From an optimization exercise on the open Yosys and OpenROAD flow, aimed at small area and a short achievable clock period; shortcuts taken in it are not production practice. The RTL was checked by simulation tests, not by an equivalence proof against the original design. Power is estimated from default activity; no workload was simulated.

==> 01-10: inputs <==
// vector_wavegen
module vector_wavegen (
    input  logic       clk,
    input  logic       reset,
    input  logic       enable,
    input  logic       rxd,
    output logic [7:0] xdac,
    output logic [7:0] ydac,
    output logic [3:0] list_index,
    output logic       loaded
);
==> module vector_wavegen, before the edit <==
module vector_wavegen (
    input  logic       clk,
    input  logic       reset,
    input  logic       enable,
    input  logic       rxd,
    output logic [7:0] xdac,
    output logic [7:0] ydac,
    output logic [3:0] list_index,
    output logic       loaded
);
    logic run;
    assign run = enable || loaded;
    logic rst_q;
    always_ff @(posedge clk)
        rst_q <= reset;
    logic [7:0] rx_byte;
    logic       rx_valid;
    logic       wr_valid;
    logic [2:0] sel;
    logic [3:0] count;
    uart_rx rx0 (
        .clk      (clk),
        .reset    (reset),
        .rxd      (rxd),
        .rx_byte  (rx_byte),
        .rx_valid (rx_valid)
    );
    program_loader loader0 (
        .clk      (clk),
        .reset    (reset),
        .rx_byte  (rx_byte),
        .rx_valid (rx_valid),
        .wr_valid (wr_valid),
        .sel      (sel),
        .count    (count),
        .loaded   (loaded)
    );
    logic [3:0] idx_p1;      
    logic       advance;
    logic       x_done, y_done;
    logic       step;
    assign step = run && advance;
    always_ff @(posedge clk) begin
        if (reset) begin
            list_index <= 4'd0;
            idx_p1     <= 4'd1;
            advance    <= 1'b0;
        end else begin
            advance <= run && x_done && y_done && !advance;
            if (step) begin
                list_index <= idx_p1;            
                idx_p1     <= idx_p1 + 4'd1;
            end
        end
    end
    logic [26:0] x_next, y_next;
    display_list list0 (
        .clk      (clk),
        .clr      (rst_q),
        .wr_valid (wr_valid),
        .sel      (sel),
        .wr_index (count),
        .wr_data  (rx_byte),
        .rd_index (idx_p1),
        .x_rd     (x_next),
        .y_rd     (y_next)
    );
    logic       hit_cur, hit_nxt;
    assign hit_cur = wr_valid && (count == list_index);
    assign hit_nxt = wr_valid && (count == idx_p1);
    logic [26:0] xe, ye;
    logic        xe_a0, xe_b0, ye_a0, ye_b0;
    logic [26:0] xs, ys, xh, yh;
    logic        xs_a0, xs_b0, ys_a0, ys_b0, xh_a0, xh_b0, yh_a0, yh_b0;
    function automatic logic [26:0] merge(input logic [26:0] e, input logic hit,
                                          input logic [1:0] f, input logic [7:0] d);
        logic [26:0] m;
        m = e;
        if (hit) begin
            case (f)
                2'd0:    m[26:24] = d[2:0];
                2'd1:    m[23:16] = d;
                2'd2:    m[15:8]  = d;
                default: m[7:0]   = d;
            endcase
        end
        merge = m;
    endfunction
    assign xs = merge(x_next, hit_nxt && !sel[2], sel[1:0], rx_byte);
    assign ys = merge(y_next, hit_nxt &&  sel[2], sel[1:0], rx_byte);
    assign xh = merge(xe,     hit_cur && !sel[2], sel[1:0], rx_byte);
    assign yh = merge(ye,     hit_cur &&  sel[2], sel[1:0], rx_byte);
    assign xs_a0 = (xs[23:16] == 8'd0);
    assign xs_b0 = (xs[15:8]  == 8'd0);
    assign ys_a0 = (ys[23:16] == 8'd0);
    assign ys_b0 = (ys[15:8]  == 8'd0);
    assign xh_a0 = (xh[23:16] == 8'd0);
    assign xh_b0 = (xh[15:8]  == 8'd0);
    assign yh_a0 = (yh[23:16] == 8'd0);
    assign yh_b0 = (yh[15:8]  == 8'd0);
    always_ff @(posedge clk) begin
        if (reset) begin
            xe    <= 27'd0;
            ye    <= 27'd0;
            xe_a0 <= 1'b1;
            xe_b0 <= 1'b1;
            ye_a0 <= 1'b1;
            ye_b0 <= 1'b1;
        end else if (step) begin
            xe    <= xs;
            ye    <= ys;
            xe_a0 <= xs_a0;
            xe_b0 <= xs_b0;
            ye_a0 <= ys_a0;
            ye_b0 <= ys_b0;
        end else begin
            xe    <= xh;
            ye    <= yh;
            xe_a0 <= xh_a0;
            xe_b0 <= xh_b0;
            ye_a0 <= yh_a0;
            ye_b0 <= yh_b0;
        end
    end
    axis_sequencer x_axis (
        .clk     (clk),
        .reset   (reset),
        .run     (run),
        .advance (advance),
        .e_op    (xe[26:24]),
        .e_a     (xe[23:16]),
        .e_b     (xe[15:8]),
        .e_c     (xe[7:0]),
        .a0      (xe_a0),
        .b0      (xe_b0),
        .pos     (xdac),
        .done    (x_done)
    );
    axis_sequencer y_axis (
        .clk     (clk),
        .reset   (reset),
        .run     (run),
        .advance (advance),
        .e_op    (ye[26:24]),
        .e_a     (ye[23:16]),
        .e_b     (ye[15:8]),
        .e_c     (ye[7:0]),
        .a0      (ye_a0),
        .b0      (ye_b0),
        .pos     (ydac),
        .done    (y_done)
    );
endmodule
Settings: LEC_CHECK=0, CAP_MARGIN=20, CORE_MARGIN=2, CORE_UTILIZATION=60, SLEW_MARGIN=20; clock period 12.0 ns.
standard.sh (not shown) runs the stock make flow with config.mk's settings and CLKGATE_MAP_FILE= SYNTH_SCRIPT=/design/flow/synth_recipe.tcl, a recipe that flattens the netlist after the stock synthesis.
==> flow/flow/run.sh <==
#!/bin/bash
# The standard layout (same synthesis script and steps), with the repair
# margin, abc delay target and clock-tree options from params.sh
set -euo pipefail
W=$PWD
source $W/flow/params.sh
export CTS_ARGS BUFFER_PORTS_ARGS
make -C "$FLOW_HOME" DESIGN_CONFIG=$W/config.mk WORK_HOME=$W/orfs CLKGATE_MAP_FILE= \
    SYNTH_SCRIPT=$W/synth_recipe.tcl CAP_MARGIN=20 CORE_MARGIN=2 CORE_UTILIZATION=$UTIL \
    SLEW_MARGIN=20 $EXTRA_MAKE_ARGS finish > $W/make_finish.log 2>&1
R=$W/orfs/results/$FLOW_PLATFORM/vector_wavegen/base
: # left out here: write the final layout as DEF
==> flow/flow/params.sh <==
UTIL=60
EXTRA_MAKE_ARGS="SETUP_SLACK_MARGIN=8.4 ABC_CLOCK_PERIOD_IN_PS=1000 ADDER_MAP_FILE="
CTS_ARGS="-sink_clustering_enable -repair_clock_nets -dont_use_dummy_load -sink_clustering_size 24 -sink_clustering_max_diameter 80"
BUFFER_PORTS_ARGS=""
==> inputs of 07-22, as changes to 01-10 <==
--- a/flow/design.v
+++ b/flow/design.v
@@ -367,6 +367,4 @@
     assign hit_nxt = wr_valid && (count == idx_p1);
-    logic [26:0] xe, ye;
+    logic [26:0] xe, ye, xn, yn;
     logic        xe_a0, xe_b0, ye_a0, ye_b0;
-    logic [26:0] xs, ys, xh, yh;
-    logic        xs_a0, xs_b0, ys_a0, ys_b0, xh_a0, xh_b0, yh_a0, yh_b0;
     function automatic logic [26:0] merge(input logic [26:0] e, input logic hit,
@@ -385,14 +383,11 @@
     endfunction
-    assign xs = merge(x_next, hit_nxt && !sel[2], sel[1:0], rx_byte);
-    assign ys = merge(y_next, hit_nxt &&  sel[2], sel[1:0], rx_byte);
-    assign xh = merge(xe,     hit_cur && !sel[2], sel[1:0], rx_byte);
-    assign yh = merge(ye,     hit_cur &&  sel[2], sel[1:0], rx_byte);
-    assign xs_a0 = (xs[23:16] == 8'd0);
-    assign xs_b0 = (xs[15:8]  == 8'd0);
-    assign ys_a0 = (ys[23:16] == 8'd0);
-    assign ys_b0 = (ys[15:8]  == 8'd0);
-    assign xh_a0 = (xh[23:16] == 8'd0);
-    assign xh_b0 = (xh[15:8]  == 8'd0);
-    assign yh_a0 = (yh[23:16] == 8'd0);
-    assign yh_b0 = (yh[15:8]  == 8'd0);
+    always_comb begin
+        if (step) begin
+            xn = merge(x_next, hit_nxt && !sel[2], sel[1:0], rx_byte);
+            yn = merge(y_next, hit_nxt &&  sel[2], sel[1:0], rx_byte);
+        end else begin
+            xn = merge(xe, hit_cur && !sel[2], sel[1:0], rx_byte);
+            yn = merge(ye, hit_cur &&  sel[2], sel[1:0], rx_byte);
+        end
+    end
     always_ff @(posedge clk) begin
@@ -405,16 +400,9 @@
             ye_b0 <= 1'b1;
-        end else if (step) begin
-            xe    <= xs;
-            ye    <= ys;
-            xe_a0 <= xs_a0;
-            xe_b0 <= xs_b0;
-            ye_a0 <= ys_a0;
-            ye_b0 <= ys_b0;
         end else begin
-            xe    <= xh;
-            ye    <= yh;
-            xe_a0 <= xh_a0;
-            xe_b0 <= xh_b0;
-            ye_a0 <= yh_a0;
-            ye_b0 <= yh_b0;
+            xe    <= xn;
+            ye    <= yn;
+            xe_a0 <= (xn[23:16] == 8'd0);
+            xe_b0 <= (xn[15:8]  == 8'd0);
+            ye_a0 <= (yn[23:16] == 8'd0);
+            ye_b0 <= (yn[15:8]  == 8'd0);
         end
--- a/flow/flow/run.sh
+++ b/flow/flow/run.sh
@@ -6,5 +6,5 @@
 source $W/flow/params.sh
-export CTS_ARGS BUFFER_PORTS_ARGS
+export CTS_ARGS
 make -C "$FLOW_HOME" DESIGN_CONFIG=$W/config.mk WORK_HOME=$W/orfs CLKGATE_MAP_FILE= \
-    SYNTH_SCRIPT=$W/synth_recipe.tcl CAP_MARGIN=20 CORE_MARGIN=2 CORE_UTILIZATION=$UTIL \
+    SYNTH_SCRIPT=$W/synth_recipe.tcl CAP_MARGIN=20 CORE_MARGIN=2 CORE_UTILIZATION=40 \
     SLEW_MARGIN=20 $EXTRA_MAKE_ARGS finish > $W/make_finish.log 2>&1
==> flow/flow/params.sh (replaced) <==
EXTRA_MAKE_ARGS="SETUP_SLACK_MARGIN=8.3 ABC_CLOCK_PERIOD_IN_PS=1000"
CTS_ARGS="-sink_clustering_enable -repair_clock_nets -dont_use_dummy_load"
- CORE_UTILIZATION: 60 -> 40
==> flow_summary.toml <==
[synth]
synth_compound_area_frac = 0.149
synth-xor-area-share = 0.0166
synthCells = 2851

[outcome]
status = "no timing/DRC/antenna violations"

[clock_tree]
clk_pin_slew_ns = 0.06

[cells_and_area]
nClkBuffers = 100
final_core_util = 0.451

[pwr]
power-per-cell-area_mw_per_mm2 = 151

[die]
core.rowCount = 117

[routing]
wl_met3_um = 12900
Source of the figures above: 07-22

==> flow_summary.toml <==
[outcome]
status = "no timing/DRC/antenna violations"

[die]
core.rowCount = 95

[pwr]
power-per-cell-area_mw_per_mm2 = 137

[synth]
synthCells = 2880
synth_most_common_cell = "edfxtp_1"
synth_compound_area_frac = 0.164
synth-xor-area-share = 0.0176

[cells_and_area]
nClkBuffers = 50

[routing]
wl_met3_um = 11800

[clock_tree]
clk_pin_slew_ns = 0.09
Source of the figures above: 01-10


---

==> inputs of v11 <==
Another version of the RTL of vector_wavegen (not shown whole).
Settings: LEC_CHECK=0, CAP_MARGIN=20, CORE_MARGIN=2, CORE_UTILIZATION=70, SLEW_MARGIN=20; clock period 12.0 ns.
==> flow/flow/run.sh <==
#!/bin/bash
# The standard layout (same synthesis script and steps), with the repair
# margin, abc delay target and clock-tree options from params.sh
set -euo pipefail
W=$PWD
source $W/flow/params.sh
export CTS_ARGS BUFFER_PORTS_ARGS
make -C "$FLOW_HOME" DESIGN_CONFIG=$W/config.mk WORK_HOME=$W/orfs CLKGATE_MAP_FILE= \
    SYNTH_SCRIPT=$W/synth_recipe.tcl CAP_MARGIN=$CAPM CORE_MARGIN=2 CORE_UTILIZATION=$UTIL \
    SLEW_MARGIN=$SLEWM $EXTRA_MAKE_ARGS finish > $W/make_finish.log 2>&1
R=$W/orfs/results/$FLOW_PLATFORM/vector_wavegen/base
: # left out here: write the final layout as DEF
==> flow/flow/params.sh <==
UTIL=70
EXTRA_MAKE_ARGS="SETUP_SLACK_MARGIN=8.6 ABC_CLOCK_PERIOD_IN_PS=1000 ADDER_MAP_FILE="
CTS_ARGS="-sink_clustering_enable -repair_clock_nets -dont_use_dummy_load -sink_clustering_size 27 -sink_clustering_max_diameter 90"
BUFFER_PORTS_ARGS=""
CAPM=5
SLEWM=5
==> v14 (differences from v11) <==
--- a/flow/design.v
+++ b/flow/design.v
@@ -178,31 +178,31 @@
     input  logic       reset,
     input  logic       run,
     input  logic       advance,
     input  logic [2:0] e_op,
     input  logic [7:0] e_a,
     input  logic [7:0] e_b,
     input  logic [7:0] e_c,
+    input  logic       a0,           
+    input  logic       b0,           
     output logic [7:0] pos,
     output logic       done
 );
     logic [1:0] phase;
     logic [7:0] k;       
-    logic       a0, b0, eqa, eqb;
+    logic       eqa, eqb;
     logic [7:0] pos_up, pos_dn;
     logic       last;
     logic       clr_cnt;
     logic [1:0] phase_nxt;
     logic [7:0] pos_nxt;
     logic       mv_up, mv_dn, load;
     logic [1:0] cur;
     logic       cur_done;
     logic       len_eq;
-    assign a0      = (e_a == 8'd0);
-    assign b0      = (e_b == 8'd0);
     assign eqa     = (k == e_a);
     assign eqb     = (k == e_b);
     assign pos_up  = pos + e_c;
     assign pos_dn  = pos - e_c;
     always_comb begin
         case (phase)
             2'd0:    cur = a0 ? 2'd1 : 2'd0;
@@ -361,66 +361,91 @@
         .rd_index (idx_p1),
         .x_rd     (x_next),
         .y_rd     (y_next)
     );
     logic       hit_cur, hit_nxt;
     assign hit_cur = wr_valid && (count == list_index);
     assign hit_nxt = wr_valid && (count == idx_p1);
-    logic [26:0] xe, ye, xn, yn;
+    logic [26:0] xe, ye;
+    logic        xe_a0, xe_b0, ye_a0, ye_b0;
+    logic [26:0] xs, ys, xh, yh;
+    logic        xs_a0, xs_b0, ys_a0, ys_b0, xh_a0, xh_b0, yh_a0, yh_b0;
     function automatic logic [26:0] merge(input logic [26:0] e, input logic hit,
                                           input logic [1:0] f, input logic [7:0] d);
         logic [26:0] m;
         m = e;
         if (hit) begin
             case (f)
                 2'd0:    m[26:24] = d[2:0];
                 2'd1:    m[23:16] = d;
                 2'd2:    m[15:8]  = d;
                 default: m[7:0]   = d;
             endcase
         end
         merge = m;
     endfunction
-    always_comb begin
-        if (step) begin
-            xn = merge(x_next, hit_nxt && !sel[2], sel[1:0], rx_byte);
-            yn = merge(y_next, hit_nxt &&  sel[2], sel[1:0], rx_byte);
-        end else begin
-            xn = merge(xe, hit_cur && !sel[2], sel[1:0], rx_byte);
-            yn = merge(ye, hit_cur &&  sel[2], sel[1:0], rx_byte);
-        end
-    end
+    assign xs = merge(x_next, hit_nxt && !sel[2], sel[1:0], rx_byte);
+    assign ys = merge(y_next, hit_nxt &&  sel[2], sel[1:0], rx_byte);
+    assign xh = merge(xe,     hit_cur && !sel[2], sel[1:0], rx_byte);
+    assign yh = merge(ye,     hit_cur &&  sel[2], sel[1:0], rx_byte);
+    assign xs_a0 = (xs[23:16] == 8'd0);
+    assign xs_b0 = (xs[15:8]  == 8'd0);
+    assign ys_a0 = (ys[23:16] == 8'd0);
+    assign ys_b0 = (ys[15:8]  == 8'd0);
+    assign xh_a0 = (xh[23:16] == 8'd0);
+    assign xh_b0 = (xh[15:8]  == 8'd0);
+    assign yh_a0 = (yh[23:16] == 8'd0);
+    assign yh_b0 = (yh[15:8]  == 8'd0);
     always_ff @(posedge clk) begin
         if (reset) begin
             xe    <= 27'd0;
             ye    <= 27'd0;
+            xe_a0 <= 1'b1;
+            xe_b0 <= 1'b1;
+            ye_a0 <= 1'b1;
+            ye_b0 <= 1'b1;
+        end else if (step) begin
+            xe    <= xs;
+            ye    <= ys;
+            xe_a0 <= xs_a0;
+            xe_b0 <= xs_b0;
+            ye_a0 <= ys_a0;
+            ye_b0 <= ys_b0;
         end else begin
-            xe    <= xn;
-            ye    <= yn;
+            xe    <= xh;
+            ye    <= yh;
+            xe_a0 <= xh_a0;
+            xe_b0 <= xh_b0;
+            ye_a0 <= yh_a0;
+            ye_b0 <= yh_b0;
         end
     end
     axis_sequencer x_axis (
         .clk     (clk),
         .reset   (reset),
         .run     (run),
         .advance (advance),
         .e_op    (xe[26:24]),
         .e_a     (xe[23:16]),
         .e_b     (xe[15:8]),
         .e_c     (xe[7:0]),
+        .a0      (xe_a0),
+        .b0      (xe_b0),
         .pos     (xdac),
         .done    (x_done)
     );
     axis_sequencer y_axis (
         .clk     (clk),
         .reset   (reset),
         .run     (run),
         .advance (advance),
         .e_op    (ye[26:24]),
         .e_a     (ye[23:16]),
         .e_b     (ye[15:8]),
         .e_c     (ye[7:0]),
+        .a0      (ye_a0),
+        .b0      (ye_b0),
         .pos     (ydac),
         .done    (y_done)
     );
 endmodule
 `default_nettype wire
==> flow/flow/run.sh (replaced) <==
#!/bin/bash
# The standard layout (same synthesis script and steps), with the repair
# margin, abc delay target and clock-tree options from params.sh
set -euo pipefail
W=$PWD
source $W/flow/params.sh
export CTS_ARGS BUFFER_PORTS_ARGS
make -C "$FLOW_HOME" DESIGN_CONFIG=$W/config.mk WORK_HOME=$W/orfs CLKGATE_MAP_FILE= \
    SYNTH_SCRIPT=$W/synth_recipe.tcl CAP_MARGIN=20 CORE_MARGIN=2 CORE_UTILIZATION=$UTIL \
    SLEW_MARGIN=20 $EXTRA_MAKE_ARGS finish > $W/make_finish.log 2>&1
R=$W/orfs/results/$FLOW_PLATFORM/vector_wavegen/base
: # left out here: write the final layout as DEF
==> flow/flow/params.sh (replaced) <==
UTIL=60
EXTRA_MAKE_ARGS="SETUP_SLACK_MARGIN=8.4 ABC_CLOCK_PERIOD_IN_PS=1000 ADDER_MAP_FILE="
CTS_ARGS="-sink_clustering_enable -repair_clock_nets -dont_use_dummy_load -sink_clustering_size 24 -sink_clustering_max_diameter 80"
BUFFER_PORTS_ARGS="-buffer_cell sky130_fd_sc_hd__buf_4"
==> flow/config.mk (replaced) <==
export PLATFORM = sky130hd
export DESIGN_NAME = vector_wavegen
export DESIGN_NICKNAME = vector_wavegen
export VERILOG_FILES = /design/flow/design.v
export SDC_FILE = /design/flow/constraint.sdc
export NUM_CORES = 4
export LEC_CHECK = 0
export CAP_MARGIN = 20
export CORE_MARGIN = 2
export CORE_UTILIZATION = 60
export SLEW_MARGIN = 20
==> comparison table <==
Largest driver fanout on the critical path: v11 2; v14 12
Reported clock group power: v11 1660 uW; v14 1780 uW
Cells after DPL: v11 3,523; v14 3,611
Clock tree sinks: v11 997; v14 1,001
Fraction of synthesized cell area in xor and xnor cells: v11 0.0181; v14 0.0176
Maximum number of pins on one net before global-route repair: v11 97; v14 98
Delay of the slowest critical-path stage: v11 0.36 ns; v14 0.44 ns
Areal power density over the cells: v11 133 nW/um2; v14 138 nW/um2
Full die area: v11 59,800 um2; v14 69,900 um2
Multi-input gate count: v11 1,674; v14 1,655
Source of the worst register-to-register timing path: v11 xe[14]; v14 idx_p1[2]
Mux contribution to synthesized area: v11 0.00905; v14 0.0128
Met1 layer wirelength in the final routing: v11 38.7 mm; v14 47.2 mm
Destination of the worst hold path: v11 rx0.sync[1]; v14 rx0.tick[0]
Status: v11 no timing/DRC/antenna violations; v14 no timing/DRC/antenna violations
Synthesis-to-layout area growth: v11 7.65%; v14 6.56%
Vias after detailed routing: v11 25,900; v14 25,900
Maximum clock rate: v11 288 MHz; v14 280 MHz
Setup Buffers After CTS: v11 38; v14 4
Sequential cell area: v11 28,800 um2; v14 28,800 um2
Min cycle time layout: v11 3.47 ns; v14 3.58 ns
Via count of the first global-routing pass: v11 24,800; v14 24,600
Critical path capture point: v11 loaded; v14 xdac[4]
Final Cell Area: v11 43,600 um2; v14 43,400 um2
Post-route core utilization: v11 0.759; v14 0.646
Area occupied by multi-input gates: v11 11,500 um2; v14 11,400 um2
Fraction of power consumed by sequential logic: v11 0.677; v14 0.663

[afterwards: timing with drivers on the ports]
In the flow no input, the clock included, has a driving cell. The finished layouts below were timed again as built, in two steps.
Step 1 (the two cells are an assumption about what drives the block):
set clk [get_ports {clk}]
set_driving_cell -lib_cell sky130_fd_sc_hd__clkbuf_16 $clk
set_driving_cell -lib_cell sky130_fd_sc_hd__buf_2 [delete_from_list [all_inputs] $clk]
Step 2 also shifts input and output timing later by t, the mid clock arrival at the registers, as if the neighbouring blocks saw the same clock.
Slacks: no drivers / after step 1 / after step 2; pairs: no drivers / after step 1.
run	t (ns)	slack for setup (ns)	worst setup path after step 2	clock arrival spread, ns	worst slew at a driven data input, ns
01-10	0.673	8.435 / 8.369 / 7.988	input to register	0.069 / 0.069	0.03
07-22	0.722	8.336 / 8.272 / 7.661	input to register	0.064 / 0.064	0.04
v11	0.659	8.528 / 8.467 / 8.009	input to register	0.096 / 0.096	0.03
v14	0.679	8.423 / 8.357 / 7.911	input to register	0.066 / 0.066	0.03
After both steps every run listed still meets setup and hold. For 07-22, which loses most, drivers alone change the setup slack by -0.064 ns; drivers and shift together by -0.675 ns.
